Context: an optimization exercise on an open-source flow, tuned for a short achievable clock period and few clock cycles per item. The choices shown serve that exercise and are no tape-out recipe.
RTL that was checked went through simulation tests only; none was proved equivalent to the original.
The flow treats the clock pin as an ideal source, which a real chip does not have.
No activity file was given, so power comes from the tool's default toggle rates.

==> inputs of xenon <==
// box_filter_top
module box_filter_top
(
  input  logic         clk_i,
  input  logic         rst_i,
  input  box_pkg::stream_word_t video_i,
  output logic         video_ready_o,
  output box_pkg::sum_word_t    sum_o,
  input  logic         sum_ready_i
);
Settings: LEC_CHECK=0, ABC_CLOCK_PERIOD_IN_PS=1200, CAP_MARGIN=20, CORE_MARGIN=2, CORE_UTILIZATION=60, SETUP_SLACK_MARGIN=1.75, SLEW_MARGIN=20; clock period 3.1 ns.
standard.sh (not shown) runs the stock make flow with config.mk's settings and CLKGATE_MAP_FILE= SYNTH_SCRIPT=/design/flow/synth_recipe.tcl, a recipe that flattens the netlist after the stock synthesis.
==> flow/flow/run.sh <==
#!/bin/bash
# The standard layout (standard.sh: the standard flow's own ORFS run, with the standard
# synthesis) with these changes, passed to ORFS through its environment:
#  - port buffers are buf_4 instead of the default pick, a slow delay cell
#  - clock tree synthesis clusters about 30 flip-flops per leaf buffer
set -euo pipefail
here=$(cd "$(dirname "$0")" && pwd)
export BUFFER_PORTS_ARGS="-buffer_cell sky130_fd_sc_hd__buf_4"
export CTS_ARGS="-sink_clustering_enable -repair_clock_nets -sink_clustering_size 30 -sink_clustering_max_diameter 100"
# no adder cells: the adder step (extract_fa) maps sums to full-adder cells,
# whose sum output is slow; without it abc maps the adders from plain gates
export ADDER_MAP_FILE=
export POST_CTS_TCL="$here/post_cts.tcl"
bash standard.sh > flow.log 2>&1
Other scripts of this flow, unchanged in this note and not shown: flow/flow/clock_top.tcl, flow/flow/post_cts.tcl
==> inputs of maple, as changes to xenon <==
--- a/flow/design.v
+++ b/flow/design.v
@@ -38,11 +38,11 @@
 );
 localparam int PX_W   = box_pkg::PX_W;                   
 localparam int SUM_W  = box_pkg::SUM_W;                  
 localparam int COL_W  = PX_W + 2;                        
 localparam int NCOL   = box_pkg::MAX_LINE_LEN;
-localparam int FIFO_D = 10;
+localparam int FIFO_D = 8;
 logic              busy_q;                               
 logic              take;                                 
 logic [NCOL - 1:0] col_q;                                
 logic [1:0]        row_q;                                
 logic [NCOL - 1:0] col_in;                               
@@ -54,92 +54,68 @@
   if( take )
     begin
       col_q <= video_i.tlast ? NCOL'( 1 ) : { col_in[NCOL - 2:0], 1'b0 };
       row_q <= !video_i.tlast ? row_in : ( row_in == 2'd3 ) ? 2'd3 : row_in + 2'd1;
     end
-logic              s0_v;
-logic              s0_win;                               
-logic              s0_first;                             
-logic              s0_last;
-logic [PX_W - 1:0] s0_px;
-logic [NCOL - 1:0] wr_q;                                 
-logic [NCOL - 1:0] rd_q;                                 
-always_ff @( posedge clk_i, posedge rst_i )
-  if( rst_i )
-    begin
-      s0_v   <= 1'b0;
-      s0_win <= 1'b0;
-    end
-  else
-    begin
-      s0_v   <= take;
-      s0_win <= take && row_in[1] && !col_in[0] && !col_in[1];
-    end
-always_ff @( posedge clk_i )
-  begin
-    s0_first <= ( row_in == 2'd2 ) && col_in[2];
-    s0_last  <= video_i.tlast;
-    s0_px    <= video_i.tdata;
-    wr_q     <= take ? col_in : '0;
-    rd_q     <= col_in;
-  end
-logic [PX_W - 1:0] la [NCOL];
-logic [PX_W - 1:0] lb [NCOL];
+logic [PX_W - 1:0] la [NCOL];                            
+logic [PX_W - 1:0] lb [NCOL];                            
 logic [PX_W - 1:0] rd_a;
 logic [PX_W - 1:0] rd_b;
 always_comb
   begin
     rd_a = '0;
     rd_b = '0;
     for( int i = 0; i < NCOL; i++ )
       begin
-        rd_a = rd_a | ( la[i] & { PX_W{ rd_q[i] } } );
-        rd_b = rd_b | ( lb[i] & { PX_W{ rd_q[i] } } );
+        rd_a = rd_a | ( la[i] & { PX_W{ col_in[i] } } );
+        rd_b = rd_b | ( lb[i] & { PX_W{ col_in[i] } } );
       end
   end
 logic              s1_v;
-logic              s1_win;
+logic              s1_win;                               
+logic              s1_first;                             
 logic              s1_last;
-logic              s1_first;
 logic [PX_W - 1:0] s1_px;
 logic [PX_W - 1:0] s1_a;
 logic [PX_W - 1:0] s1_b;
-always_ff @( posedge clk_i, posedge rst_i )
+logic [NCOL - 1:0] wr_q;                                 
+always_ff @( posedge clk_i )                             
   if( rst_i )
     begin
       s1_v   <= 1'b0;
       s1_win <= 1'b0;
     end
   else
     begin
-      s1_v   <= s0_v;
-      s1_win <= s0_win;
+      s1_v   <= take;
+      s1_win <= take && row_in[1] && !col_in[0] && !col_in[1];
     end
 always_ff @( posedge clk_i )
   begin
-    s1_last  <= s0_last;
-    s1_first <= s0_first;
-    s1_px    <= s0_px;
+    s1_first <= ( row_in == 2'd2 ) && col_in[2];
+    s1_last  <= video_i.tlast;
+    s1_px    <= video_i.tdata;
     s1_a     <= rd_a;
     s1_b     <= rd_b;
+    wr_q     <= take ? col_in : '0;
   end
 for( genvar i = 0; i < NCOL; i++ )
   begin : g_col
     always_ff @( posedge clk_i )
       if( wr_q[i] )
         begin
-          la[i] <= s0_px;
+          la[i] <= s1_px;
           lb[i] <= la[i];
         end
   end
 logic              s2_v;
 logic              s2_win;
 logic              s2_last;
 logic              s2_first;
 logic [PX_W - 1:0] s2_s;                                 
 logic [PX_W - 1:0] s2_c;
-always_ff @( posedge clk_i, posedge rst_i )
+always_ff @( posedge clk_i )                             
   if( rst_i )
     begin
       s2_v   <= 1'b0;
       s2_win <= 1'b0;
     end
@@ -161,11 +137,11 @@
 logic       s3_first;
 logic [4:0] s3_lo;
 logic [4:0] s3_mid0;
 logic [4:0] s3_mid1;
 logic       s3_top;
-always_ff @( posedge clk_i, posedge rst_i )
+always_ff @( posedge clk_i )                             
   if( rst_i )
     begin
       s3_v   <= 1'b0;
       s3_win <= 1'b0;
     end
@@ -198,11 +174,11 @@
 logic               s4_win;
 logic               s4_last;
 logic               s4_first;
 logic [COL_W - 1:0] s4_s;                                
 logic [COL_W - 1:0] s4_c;
-always_ff @( posedge clk_i, posedge rst_i )
+always_ff @( posedge clk_i )                             
   if( rst_i )
     s4_win <= 1'b0;
   else
     s4_win <= s3_win;
 always_ff @( posedge clk_i )
@@ -218,11 +194,11 @@
 logic [4:0] s5_lo;
 logic [4:0] s5_mid0;
 logic [4:0] s5_mid1;
 logic [3:0] s5_hi0;
 logic [3:0] s5_hi1;
-always_ff @( posedge clk_i, posedge rst_i )
+always_ff @( posedge clk_i )                             
   if( rst_i )
     s5_win <= 1'b0;
   else
     s5_win <= s4_win;
 always_ff @( posedge clk_i )
@@ -237,19 +213,10 @@
   end
 logic [4:0]         s5_mid;
 logic [SUM_W - 1:0] s5_sum;
 assign s5_mid = s5_lo[4] ? s5_mid1 : s5_mid0;
 assign s5_sum = { s5_mid[4] ? s5_hi1 : s5_hi0, s5_mid[3:0], s5_lo[3:0] };
-logic               s6_win;
-logic [SUM_W + 1:0] s6_d;
-always_ff @( posedge clk_i, posedge rst_i )
-  if( rst_i )
-    s6_win <= 1'b0;
-  else
-    s6_win <= s5_win;
-always_ff @( posedge clk_i )
-  s6_d <= { s5_sum, s5_last, s5_first };
 logic [SUM_W + 1:0]  fifo [FIFO_D];
 logic [FIFO_D:0]     occ;                                
 logic [FIFO_D - 1:0] wr_ptr;                             
 logic [FIFO_D - 1:0] rd_ptr;                             
 logic [FIFO_D - 1:0] rd_nx;                              
@@ -262,12 +229,12 @@
 logic                keep_v;
 logic                next_v;
 logic                out_v;
 logic                rdy_o;
 logic [SUM_W + 1:0]  out_d;
-assign push  = s6_win;
-assign wr_d  = s6_d;
+assign push  = s5_win;
+assign wr_d  = { s5_sum, s5_last, s5_first };
 always_comb
   begin
     fifo_rd = '0;
     fifo_nx = '0;
     for( int i = 0; i < FIFO_D; i++ )
@@ -300,43 +267,35 @@
   begin : g_fifo
     always_ff @( posedge clk_i )
       if( push && wr_ptr[i] )
         fifo[i] <= wr_d;
   end
-localparam logic [FIFO_D:0]     OCC_INIT = ( FIFO_D + 1 )'( 1 );
-localparam logic [FIFO_D - 1:0] RD_INIT  = FIFO_D'( 1 );
-localparam logic [FIFO_D - 1:0] NX_INIT  = FIFO_D'( 2 );
-logic [FIFO_D:0]     occ_x;
-logic [FIFO_D - 1:0] wr_x;
-logic [FIFO_D - 1:0] rd_x;
-logic [FIFO_D - 1:0] nx_x;
-assign occ    = occ_x ^ OCC_INIT;
-assign wr_ptr = wr_x ^ RD_INIT;
-assign rd_ptr = rd_x ^ RD_INIT;
-assign rd_nx  = nx_x ^ NX_INIT;
 always_ff @( posedge clk_i, posedge rst_i )
   if( rst_i )
+    out_v <= 1'b0;
+  else
+    out_v <= sum_ready_i ? v_rdy : keep_v;
+always_ff @( posedge clk_i )
+  if( rst_i )
     begin
-      occ_x  <= '0;
-      wr_x   <= '0;
-      rd_x   <= '0;
-      nx_x   <= '0;
-      out_v  <= 1'b0;
+      occ    <= ( FIFO_D + 1 )'( 1 );
+      wr_ptr <= FIFO_D'( 1 );
+      rd_ptr <= FIFO_D'( 1 );
+      rd_nx  <= FIFO_D'( 2 );
       busy_q <= 1'b0;
     end
   else
     begin
-      occ_x <= ( sum_ready_i ? occ_rdy : occ_wait ) ^ OCC_INIT;
+      occ    <= sum_ready_i ? occ_rdy : occ_wait;
       if( push )
-        wr_x <= { wr_ptr[FIFO_D - 2:0], wr_ptr[FIFO_D - 1] } ^ RD_INIT;
-      rd_x  <= ( sum_ready_i ? rd_rdy : rd_ptr ) ^ RD_INIT;
-      nx_x  <= ( sum_ready_i ? rd_nx_rdy : rd_nx ) ^ NX_INIT;
-      out_v <= sum_ready_i ? v_rdy : keep_v;
+        wr_ptr <= { wr_ptr[FIFO_D - 2:0], wr_ptr[FIFO_D - 1] };
+      rd_ptr <= sum_ready_i ? rd_rdy : rd_ptr;
+      rd_nx  <= sum_ready_i ? rd_nx_rdy : rd_nx;
       busy_q <= !( occ[0] || occ[1] );
     end
 always_ff @( posedge clk_i )
-  rdy_o <= occ[0] || occ[1];
+  rdy_o <= rst_i || occ[0] || occ[1];
 assign video_ready_o = rdy_o;
 always_ff @( posedge clk_i )
   out_d <= sum_ready_i ? d_rdy : keep_d;
 assign sum_o = { out_d[SUM_W + 1:2], out_v, out_d[1], out_d[0] };
 endmodule
==> flow/config.mk (replaced) <==
export PLATFORM = sky130hd
export DESIGN_NAME = box_filter_top
export DESIGN_NICKNAME = box_filter_top
export VERILOG_FILES = /design/flow/design.v
export SDC_FILE = /design/flow/constraint.sdc
export NUM_CORES = 4
export LEC_CHECK = 0
export ABC_CLOCK_PERIOD_IN_PS = 1100
export CAP_MARGIN = 20
export CORE_MARGIN = 2
export CORE_UTILIZATION = 60
export SETUP_SLACK_MARGIN = 1.8
export SLEW_MARGIN = 20
==> inputs of zinc, as changes to xenon <==
--- a/flow/design.v
+++ b/flow/design.v
@@ -61,11 +61,11 @@
 logic              s0_first;                             
 logic              s0_last;
 logic [PX_W - 1:0] s0_px;
 logic [NCOL - 1:0] wr_q;                                 
 logic [NCOL - 1:0] rd_q;                                 
-always_ff @( posedge clk_i, posedge rst_i )
+always_ff @( posedge clk_i )                             
   if( rst_i )
     begin
       s0_v   <= 1'b0;
       s0_win <= 1'b0;
     end
@@ -101,11 +101,11 @@
 logic              s1_last;
 logic              s1_first;
 logic [PX_W - 1:0] s1_px;
 logic [PX_W - 1:0] s1_a;
 logic [PX_W - 1:0] s1_b;
-always_ff @( posedge clk_i, posedge rst_i )
+always_ff @( posedge clk_i )                             
   if( rst_i )
     begin
       s1_v   <= 1'b0;
       s1_win <= 1'b0;
     end
@@ -135,11 +135,11 @@
 logic              s2_win;
 logic              s2_last;
 logic              s2_first;
 logic [PX_W - 1:0] s2_s;                                 
 logic [PX_W - 1:0] s2_c;
-always_ff @( posedge clk_i, posedge rst_i )
+always_ff @( posedge clk_i )                             
   if( rst_i )
     begin
       s2_v   <= 1'b0;
       s2_win <= 1'b0;
     end
@@ -161,11 +161,11 @@
 logic       s3_first;
 logic [4:0] s3_lo;
 logic [4:0] s3_mid0;
 logic [4:0] s3_mid1;
 logic       s3_top;
-always_ff @( posedge clk_i, posedge rst_i )
+always_ff @( posedge clk_i )                             
   if( rst_i )
     begin
       s3_v   <= 1'b0;
       s3_win <= 1'b0;
     end
@@ -198,11 +198,11 @@
 logic               s4_win;
 logic               s4_last;
 logic               s4_first;
 logic [COL_W - 1:0] s4_s;                                
 logic [COL_W - 1:0] s4_c;
-always_ff @( posedge clk_i, posedge rst_i )
+always_ff @( posedge clk_i )                             
   if( rst_i )
     s4_win <= 1'b0;
   else
     s4_win <= s3_win;
 always_ff @( posedge clk_i )
@@ -218,11 +218,11 @@
 logic [4:0] s5_lo;
 logic [4:0] s5_mid0;
 logic [4:0] s5_mid1;
 logic [3:0] s5_hi0;
 logic [3:0] s5_hi1;
-always_ff @( posedge clk_i, posedge rst_i )
+always_ff @( posedge clk_i )                             
   if( rst_i )
     s5_win <= 1'b0;
   else
     s5_win <= s4_win;
 always_ff @( posedge clk_i )
@@ -239,11 +239,11 @@
 logic [SUM_W - 1:0] s5_sum;
 assign s5_mid = s5_lo[4] ? s5_mid1 : s5_mid0;
 assign s5_sum = { s5_mid[4] ? s5_hi1 : s5_hi0, s5_mid[3:0], s5_lo[3:0] };
 logic               s6_win;
 logic [SUM_W + 1:0] s6_d;
-always_ff @( posedge clk_i, posedge rst_i )
+always_ff @( posedge clk_i )                             
   if( rst_i )
     s6_win <= 1'b0;
   else
     s6_win <= s5_win;
 always_ff @( posedge clk_i )
@@ -300,43 +300,35 @@
   begin : g_fifo
     always_ff @( posedge clk_i )
       if( push && wr_ptr[i] )
         fifo[i] <= wr_d;
   end
-localparam logic [FIFO_D:0]     OCC_INIT = ( FIFO_D + 1 )'( 1 );
-localparam logic [FIFO_D - 1:0] RD_INIT  = FIFO_D'( 1 );
-localparam logic [FIFO_D - 1:0] NX_INIT  = FIFO_D'( 2 );
-logic [FIFO_D:0]     occ_x;
-logic [FIFO_D - 1:0] wr_x;
-logic [FIFO_D - 1:0] rd_x;
-logic [FIFO_D - 1:0] nx_x;
-assign occ    = occ_x ^ OCC_INIT;
-assign wr_ptr = wr_x ^ RD_INIT;
-assign rd_ptr = rd_x ^ RD_INIT;
-assign rd_nx  = nx_x ^ NX_INIT;
 always_ff @( posedge clk_i, posedge rst_i )
   if( rst_i )
+    out_v <= 1'b0;
+  else
+    out_v <= sum_ready_i ? v_rdy : keep_v;
+always_ff @( posedge clk_i )
+  if( rst_i )
     begin
-      occ_x  <= '0;
-      wr_x   <= '0;
-      rd_x   <= '0;
-      nx_x   <= '0;
-      out_v  <= 1'b0;
+      occ    <= ( FIFO_D + 1 )'( 1 );
+      wr_ptr <= FIFO_D'( 1 );
+      rd_ptr <= FIFO_D'( 1 );
+      rd_nx  <= FIFO_D'( 2 );
       busy_q <= 1'b0;
     end
   else
     begin
-      occ_x <= ( sum_ready_i ? occ_rdy : occ_wait ) ^ OCC_INIT;
+      occ    <= sum_ready_i ? occ_rdy : occ_wait;
       if( push )
-        wr_x <= { wr_ptr[FIFO_D - 2:0], wr_ptr[FIFO_D - 1] } ^ RD_INIT;
-      rd_x  <= ( sum_ready_i ? rd_rdy : rd_ptr ) ^ RD_INIT;
-      nx_x  <= ( sum_ready_i ? rd_nx_rdy : rd_nx ) ^ NX_INIT;
-      out_v <= sum_ready_i ? v_rdy : keep_v;
+        wr_ptr <= { wr_ptr[FIFO_D - 2:0], wr_ptr[FIFO_D - 1] };
+      rd_ptr <= sum_ready_i ? rd_rdy : rd_ptr;
+      rd_nx  <= sum_ready_i ? rd_nx_rdy : rd_nx;
       busy_q <= !( occ[0] || occ[1] );
     end
 always_ff @( posedge clk_i )
-  rdy_o <= occ[0] || occ[1];
+  rdy_o <= rst_i || occ[0] || occ[1];
 assign video_ready_o = rdy_o;
 always_ff @( posedge clk_i )
   out_d <= sum_ready_i ? d_rdy : keep_d;
 assign sum_o = { out_d[SUM_W + 1:2], out_v, out_d[1], out_d[0] };
 endmodule
==> flow/config.mk (replaced) <==
export PLATFORM = sky130hd
export DESIGN_NAME = box_filter_top
export DESIGN_NICKNAME = box_filter_top
export VERILOG_FILES = /design/flow/design.v
export SDC_FILE = /design/flow/constraint.sdc
export NUM_CORES = 4
export LEC_CHECK = 0
export ABC_CLOCK_PERIOD_IN_PS = 1100
export CAP_MARGIN = 20
export CORE_MARGIN = 2
export CORE_UTILIZATION = 70
export SETUP_SLACK_MARGIN = 1.8
export SLEW_MARGIN = 20
==> notes <==
The lowest via count belongs to maple, the highest to zinc.
Clock skew, lowest first: maple, xenon, zinc.
Worst hold slack: zinc > maple > xenon.
The highest utilization belongs to zinc, the lowest to xenon.
Synthesized area: maple < zinc < xenon.
maple passed the timing, design-rule and antenna checks. xenon finished with timing, DRC and antenna clean. zinc ran to the end with no violations.
Of xenon and zinc, zinc has the higher first-iteration DRC count (gap 35%, measured against zinc).
Register-to-register slack: xenon is worse than zinc (110 ps).
Between zinc and maple, the lower sequential share of layout area is in maple (gap 2.3 points).
In maple the global-route usage is higher than in xenon, by 1.7 points.
==> figures <==
metric                                                                      zinc                    maple             xenon
Ratio of layout area to synthesized area                                  1.142x                   1.170x            1.116x
Number of distinct library cells after synthesis                              44                       49                47
Total length of routed met3 wires                                        4.57 mm                  3.56 mm           3.67 mm
Post-Place Setup Slack                                                   1060 ps                  1120 ps           1040 ps
Num tapcells                                                                 442                      448               511
Status                                                  timing/DRC/antenna clean  timing/DRC/antenna clean  timing/DRC/antenna clean
Global-route wire length before repair                                   77.5 mm                  74.2 mm           75.8 mm
Stage delay of the slowest cell on the critical path                      390 ps                   530 ps            480 ps
Die outline height                                                        185 um                   190 um            200 um
Final critical delay including setup and external delays                 1490 ps                  1560 ps           1560 ps
Count of vias placed by the detailed router                                13400                    12300             12500
Met1 Track Usage GR                                                        39.0%                    35.7%             35.3%
Cell Int Power                                                           12.6 mW                  11.6 mW           14.1 mW
Total wire length after detailed routing                                 53.4 mm                  49.8 mm           51.2 mm
Area of all placed cells without fillers                             0.0261 mm^2              0.0242 mm^2       0.0256 mm^2
Startpoint of the lowest-slack register-to-register path  rd_ptr[0]$_SDFFE_PP1P_  col_q[12]$_SDFFCE_PP0P_  s6_win$_DFF_PP0_
Final cell count without fillers                                            1998                     1897              1961
Area fraction in compound gates after synthesis                            11.7%                    11.7%             11.9%
Post-synth EDFFs                                                             434                      406               434
Testbench counts of zinc, summed over its fixed seeds: cycles 7,441, items 5,195.
Only the layout flow was run in xenon and maple; the RTL was not checked for function there.

afterwards: timing with drivers on the ports:
Ports are ideal in the flow. The routed layouts listed here were re-timed in OpenROAD. Step 1 sets driving cells, clkbuf_16 on the clock port and buf_2 on the other inputs (assumed; they add their load-dependent delay and slew). Step 2 times the ports against the registers' clock, not the clock port: input delays grow and output delays shrink by t, the midpoint of the rising clock arrivals with the driver on. Three values: ideal, step 1, step 2; two values: the first two.
run	t (ns)	slack for setup (ns)	clock arrival spread, ns
xenon	0.469	1.536 / 1.461 / 1.347	0.029 / 0.029
maple	0.459	1.540 / 1.503 / 1.403	0.026 / 0.026
zinc	0.462	1.614 / 1.503 / 1.254	0.032 / 0.031
After both steps setup and hold are still met in every run listed. The setup slack of zinc, which loses most, moves by -0.111 ns with the drivers and by -0.360 ns with both steps.
